Context: an optimization exercise on an open-source flow, tuned for small area, a short achievable clock period and few clock cycles per item. The choices shown serve that exercise and are no tape-out recipe.
Function was checked by simulation only, so behaviour that the tests miss may differ from the original.

== run 1 ==
// servo_slew_limited_pwm_top
module servo_slew_limited_pwm_top #(
  parameter int CHANNELS = 5
) (
  input  logic               clk,
  input  logic               rst_n,
  input  logic               in_valid,
  output logic               in_ready,
  input  logic               in_op,
  input  logic [2:0]         in_channel,
  input  logic signed [11:0] in_target_pos,
  input  logic [11:0]        in_step_limit,
  input  logic               in_enable_req,
  input  logic [4:0]         in_pins_low,
  output logic               out_valid,
  input  logic               out_ready,
  output logic [2:0]         out_channel,
  output logic               out_pwm_write,
  output logic [11:0]        out_pwm_value,
  output logic               out_last,
  input  logic               cfg_we,
  input  logic [1:0]         cfg_index,
  input  logic [11:0]        cfg_wdata
);
Size in the first run: about 2600 cells after synthesis, ~400 flip-flops, ~72 I/O pins.
==> flow/config.mk <==
export PLATFORM = sky130hd
export DESIGN_NAME = servo_slew_limited_pwm_top
export DESIGN_NICKNAME = servo_slew_limited_pwm_top
export VERILOG_FILES = /design/flow/design.v
export SDC_FILE = /design/flow/constraint.sdc
export NUM_CORES = 4
export LEC_CHECK = 0
export ABC_CLOCK_PERIOD_IN_PS = 5000
export CAP_MARGIN = 20
export CORE_MARGIN = 2
export CORE_UTILIZATION = 40
export SETUP_SLACK_MARGIN = 5
export SLEW_MARGIN = 20
==> flow/constraint.sdc <==
create_clock -name core_clock -period 11.0 [get_ports {clk}]
set_input_delay 2.2000 -clock core_clock [delete_from_list [all_inputs] [get_ports {clk}]]
set_output_delay 2.2000 -clock core_clock [all_outputs]
set_load 0.01 [all_outputs]
run.sh (not shown) runs the stock make flow with config.mk's settings and CLKGATE_MAP_FILE= SYNTH_SCRIPT=/design/flow/synth_recipe.tcl, a recipe that flattens the netlist after the stock synthesis.
Testbench counts of run 1, summed over its fixed seeds: cycles 9,884, items 9,600.
Relative to run 1, the following input files were edited for run 2:
- ABC_CLOCK_PERIOD_IN_PS no longer set, was 5000
- SETUP_SLACK_MARGIN now 4, was 5
[summary]
- Run 1 | status: complete | timing, DRC, antenna: pass
- Every stage of the flow completed for run 2, and the final layout passed the timing, design-rule and antenna checks.
- Per the comparison of run 2 with run 1, final worst-path cycle share saw an increase, number of sequential storage elements saw little to no change, worst hold slack saw little to no change.
- Run 1 → run 2: register-to-register slack lost 0.77 ns; sequential share of layout area up 0.71 points; area added between synthesis and finish has decreased.
For run 3, these inputs were changed with respect to run 2:
- CTS_CLUSTER_SIZE: unset -> 30
- SETUP_SLACK_MARGIN: 4 -> unset
- CORE_UTILIZATION: 40 -> 55
- CTS_CLUSTER_DIAMETER: unset -> 100
==> flow/flow/run.sh (new file) <==
#!/bin/bash
set -euo pipefail
bash standard.sh SETUP_SLACK_MARGIN=6.5 finish > standard.log 2>&1
==> flow/standard.sh (new file) <==
#!/bin/bash
# synth_recipe.tcl (not shown) runs the flow's synth.tcl, then flattens the netlist and writes it again
# the make line also repeats each setting of config.mk as NAME=value (left out here)
make -C /OpenROAD-flow-scripts/flow DESIGN_CONFIG=/design/flow/config.mk WORK_HOME=/design/flow/orfs CLKGATE_MAP_FILE= SYNTH_SCRIPT=/design/flow/synth_recipe.tcl "${@:-finish}"
removed: flow/run.sh
- Diff run 2 -> run 3: number of CTS-inserted buffers down 26; hold slack climbed 0.039 ns.
- nor4b_4 as the master of the slowest instance on the critical path was reported by run 2, and fa_2 by run 3.
- Taking run 2 as the reference, in run 3 sequential portion of the cell area moved down, count of buffers added by post-CTS timing repair for setup moved up.
[inputs] run 4 vs run 3
- SETUP_SLACK_MARGIN newly set to 5
==> flow/run.sh (new file) <==
#!/bin/bash
# synth_recipe.tcl (not shown) runs the flow's synth.tcl, then flattens the netlist and writes it again
# the make line also repeats each setting of config.mk as NAME=value (left out here)
make -C /OpenROAD-flow-scripts/flow DESIGN_CONFIG=/design/flow/config.mk WORK_HOME=/design/flow/orfs CLKGATE_MAP_FILE= SYNTH_SCRIPT=/design/flow/synth_recipe.tcl finish
removed: flow/flow/run.sh
removed: flow/standard.sh
Results
In the final reports, the cell area of run 4 is smaller than that of run 3. Looking at buffer count excluding the clock tree in the final layout, run 4 sits below run 3. The final period demand of the worst path reported for run 4 is greater than that of run 3 by 0.28 ns. Run 3 → run 4: final cell count without fillers shows a reduction of 5.4%, critical path depth in cells shows a reduction of about 9%, count of non-CTS inverters in the layout shows a reduction of 0.39%, area overhead of the layout relative to synthesis shows a reduction of 19 points.
The following lists how run 5 was set up differently from run 4:
- CTS_CLUSTER_DIAMETER now 60, was 100
- CTS_BUF_LIST now sky130_fd_sc_hd__clkbuf_8, previously not set
- CTS_CLUSTER_SIZE now 20, was 30
--- outcome ---
Run 5: full flow OK, the timing, design-rule and antenna checks passed. There was hardly any difference in final hold slack between run 5 and run 4. From run 4 to run 5, die width did not move at all. Global-route track usage on met3, run 5 and run 4: smaller value in run 4. Run 4 -> run 5: worst setup slack flat. [compare] base=run 4 new=run 5: sequential share of layout area lost 0.39 points; wire length +1.8%; number of gates given a new drive strength after cts went up 3.3%.

========
servo_slew_limited_pwm_top, a different RTL version from the one above (not shown whole).
Size in the first run: ~72 I/O pins.
==> flow/design.v (excerpt) <==
module servo_slew_limited_pwm_top #(
  parameter int CHANNELS = 5
) (
  input  logic               clk,
  input  logic               rst_n,
  input  logic               in_valid,
  output logic               in_ready,
  input  logic               in_op,
  input  logic [2:0]         in_channel,
  input  logic signed [11:0] in_target_pos,
  input  logic [11:0]        in_step_limit,
  input  logic               in_enable_req,
  input  logic [4:0]         in_pins_low,
  output logic               out_valid,
  input  logic               out_ready,
  output logic [2:0]         out_channel,
  output logic               out_pwm_write,
  output logic [11:0]        out_pwm_value,
  output logic               out_last,
  input  logic               cfg_we,
  input  logic [1:0]         cfg_index,
  input  logic [11:0]        cfg_wdata
);
clock: 11.0 ns
lec_check: 0
cap_margin: 20
core_margin: 2
core_utilization: 55
cts_cluster_diameter: 100
cts_cluster_size: 30
setup_slack_margin: 5
slew_margin: 20
Stock flow here: none of the scripts above is used.
The starting point finished with timing, DRC and antenna clean.
Testbench counts at the start, summed over its fixed seeds: cycles 11,359, items 9,600.
Change:
==> flow/flow/run.sh (new file) <==
#!/bin/bash
set -euo pipefail
bash standard.sh SETUP_SLACK_MARGIN=6.5 finish > standard.log 2>&1
==> flow/standard.sh (new file) <==
#!/bin/bash
# synth_recipe.tcl (not shown) runs the flow's synth.tcl, then flattens the netlist and writes it again
# the make line also repeats each setting of config.mk as NAME=value (left out here)
make -C /OpenROAD-flow-scripts/flow DESIGN_CONFIG=/design/flow/config.mk WORK_HOME=/design/flow/orfs CLKGATE_MAP_FILE= SYNTH_SCRIPT=/design/flow/synth_recipe.tcl "${@:-finish}"
- CORE_UTILIZATION: 55 -> 40
- CTS_CLUSTER_DIAMETER: 100 -> not set
- CTS_CLUSTER_SIZE: 30 -> not set
- SETUP_SLACK_MARGIN: 5 -> not set
removed: flow/run.sh
Outcome: Setup slack improves by 0.59 ns. Wire length goes up by about 12%. Clock-buffer cell count goes up by 35. Synthesized area is unchanged.
Change:
==> flow/run.sh (new file) <==
#!/bin/bash
# synth_recipe.tcl (not shown) runs the flow's synth.tcl, then flattens the netlist and writes it again
# the make line also repeats each setting of config.mk as NAME=value (left out here)
make -C /OpenROAD-flow-scripts/flow DESIGN_CONFIG=/design/flow/config.mk WORK_HOME=/design/flow/orfs CLKGATE_MAP_FILE= SYNTH_SCRIPT=/design/flow/synth_recipe.tcl finish
- ABC_CLOCK_PERIOD_IN_PS: not set -> 3000
- SETUP_SLACK_MARGIN: not set -> 5
removed: flow/flow/run.sh
removed: flow/standard.sh
The changed run produced a clean layout.
Hold slack is about the same.
Via count is lower by 4.0%.
Maximum frequency fell by 8.0%.
Utilization decreases by 4.2 points.
Clock-buffer cell count is lower by 10.
Change:
- ABC_CLOCK_PERIOD_IN_PS: 3000 -> 5000
=> Via count does not change; routed wire length is unchanged; first-iteration DRC count does not change.

========
main:
servo_slew_limited_pwm_top again, from the RTL that the note above started with.
==> flow/design.v (excerpt) <==
module servo_slew_limited_pwm_top #(
  parameter int CHANNELS = 5
) (
  input  logic               clk,
  input  logic               rst_n,
  input  logic               in_valid,
  output logic               in_ready,
  input  logic               in_op,
  input  logic [2:0]         in_channel,
  input  logic signed [11:0] in_target_pos,
  input  logic [11:0]        in_step_limit,
  input  logic               in_enable_req,
  input  logic [4:0]         in_pins_low,
  output logic               out_valid,
  input  logic               out_ready,
  output logic [2:0]         out_channel,
  output logic               out_pwm_write,
  output logic [11:0]        out_pwm_value,
  output logic               out_last,
  input  logic               cfg_we,
  input  logic [1:0]         cfg_index,
  input  logic [11:0]        cfg_wdata
);
Settings: LEC_CHECK=0, ABC_CLOCK_PERIOD_IN_PS=5000, CAP_MARGIN=20, CORE_MARGIN=2, CORE_UTILIZATION=40, CTS_BUF_LIST=sky130_fd_sc_hd__clkbuf_4, SETUP_SLACK_MARGIN=5, SLEW_MARGIN=20; clock period 11.0 ns.
Stock flow here: none of the scripts above is used.
main finished all stages; the layout is clean.
Testbench counts of main, summed over its fixed seeds: cycles 11,359, items 9,600.
Relative to main, the following input files were edited for the feature branch:
# main
export LEC_CHECK = 0
export ABC_CLOCK_PERIOD_IN_PS = 5000
export CAP_MARGIN = 20
export CORE_MARGIN = 2
export CORE_UTILIZATION = 40
export CTS_BUF_LIST = sky130_fd_sc_hd__clkbuf_4
export SETUP_SLACK_MARGIN = 5
export SLEW_MARGIN = 20
create_clock -name core_clock -period 11.0 [get_ports {clk}]
# the feature branch
export LEC_CHECK = 0
export ABC_AREA = 1
export ABC_CLOCK_PERIOD_IN_PS = 5000
export CAP_MARGIN = 20
export CORE_MARGIN = 2
export CORE_UTILIZATION = 40
export SETUP_SLACK_MARGIN = 5
export SLEW_MARGIN = 20
create_clock -name core_clock -period 11.0 [get_ports {clk}]
Results
- The feature branch: post-detailed-routing wire length 4.8 mm above main
- From main to the feature branch the numbers moved as follows: share of the synthesized area in compound gates (AO/OA/AOI/OAI) lost 1.4 points; via count picked up an extra about 13%.

========
RTL: one of the versions met above, not the one the previous note started from.
Size: about 2600 cells after synthesis, roughly 24000 µm² of cells after synthesis.
make LEC_CHECK=0 CAP_MARGIN=20 CORE_MARGIN=2 CORE_UTILIZATION=65 SETUP_SLACK_MARGIN=5 SLEW_MARGIN=20 finish   # period 11.0 ns
Testbench counts at the start, summed over its fixed seeds: cycles 9,884, items 9,600.
Then changed:
--- a/flow/config.mk
+++ b/flow/config.mk
@@ -8,5 +8,5 @@
 export CAP_MARGIN = 20
 export CORE_MARGIN = 2
-export CORE_UTILIZATION = 65
+export CORE_UTILIZATION = 55
 export SETUP_SLACK_MARGIN = 5
 export SLEW_MARGIN = 20
The changed run produced a clean layout.
Final cell count is higher by about 4%.
Non-clock buffer count climbs by 4.
Sequential share of layout area decreases by 0.31 points.
Global-route usage went down by 4.3 points.
Synthesized cell count is unchanged.
Then changed:
==> flow/flow/run.sh (new file) <==
#!/bin/bash
set -euo pipefail
bash standard.sh SETUP_SLACK_MARGIN=6 finish > standard.log 2>&1
==> flow/standard.sh (new file) <==
#!/bin/bash
# synth_recipe.tcl (not shown) runs the flow's synth.tcl, then flattens the netlist and writes it again
# the make line also repeats each setting of config.mk as NAME=value (left out here)
make -C /OpenROAD-flow-scripts/flow DESIGN_CONFIG=/design/flow/config.mk WORK_HOME=/design/flow/orfs CLKGATE_MAP_FILE= SYNTH_SCRIPT=/design/flow/synth_recipe.tcl "${@:-finish}"
--- a/flow/config.mk
+++ b/flow/config.mk
@@ -9,4 +9,5 @@
 export CORE_MARGIN = 2
 export CORE_UTILIZATION = 55
-export SETUP_SLACK_MARGIN = 5
+export CTS_CLUSTER_DIAMETER = 100
+export CTS_CLUSTER_SIZE = 30
 export SLEW_MARGIN = 20
removed: flow/run.sh
=> The new run finished with timing, DRC and antenna clean; hold slack is better by 11 ps; global-route usage is higher by 0.79 points; worst setup slack is better by 150 ps.

==> afterwards: timing with drivers on the ports <==
Ports are ideal in the flow. The routed layouts listed here were re-timed in OpenROAD.
Step 1 sets driving cells, clkbuf_16 on the clock port and buf_2 on the other inputs (assumed; they add their load-dependent delay and slew).
Step 2 times the ports against the registers' clock, not the clock port: input delays grow and output delays shrink by t, the midpoint of the rising clock arrivals with the driver on.
a / b / c = ideal / step 1 / step 2; a / b = the first two.
run	t, ns	slack for setup (ns)	hold WS [ns]	worst setup path at the end
run 1	0.641	5.247 / 5.247 / 5.247	0.289 / 0.289 / 0.289	register to register
run 2	0.640	4.476 / 4.476 / 4.476	0.289 / 0.289 / 0.289	register to register
run 3	0.612	5.497 / 5.497 / 5.497	0.328 / 0.328 / 0.328	register to register
run 4	0.615	5.219 / 5.219 / 5.219	0.330 / 0.330 / 0.330	register to register
run 5	0.684	5.222 / 5.222 / 5.222	0.329 / 0.329 / 0.329	register to register
the first run of note 2	0.594	5.386 / 5.386 / 5.386	0.330 / 0.330 / 0.330	register to register
the second run of note 2	0.617	5.977 / 5.977 / 5.977	0.322 / 0.322 / 0.322	register to register
the third run of note 2	0.603	5.537 / 5.537 / 5.537	0.323 / 0.323 / 0.323	register to register
the fourth run of note 2	0.603	5.537 / 5.537 / 5.537	0.323 / 0.323 / 0.323	register to register
main	0.804	5.528 / 5.528 / 5.528	0.283 / 0.283 / 0.283	register to register
the feature branch	0.638	5.434 / 5.434 / 5.434	0.321 / 0.321 / 0.321	register to register
the first run of note 4	0.630	5.227 / 5.227 / 5.227	0.323 / 0.323 / 0.323	register to register
the second run of note 4	0.637	5.298 / 5.298 / 5.298	0.322 / 0.322 / 0.322	register to register
the third run of note 4	0.617	5.448 / 5.448 / 5.448	0.334 / 0.334 / 0.334	register to register
After both steps every run listed still meets setup and hold.
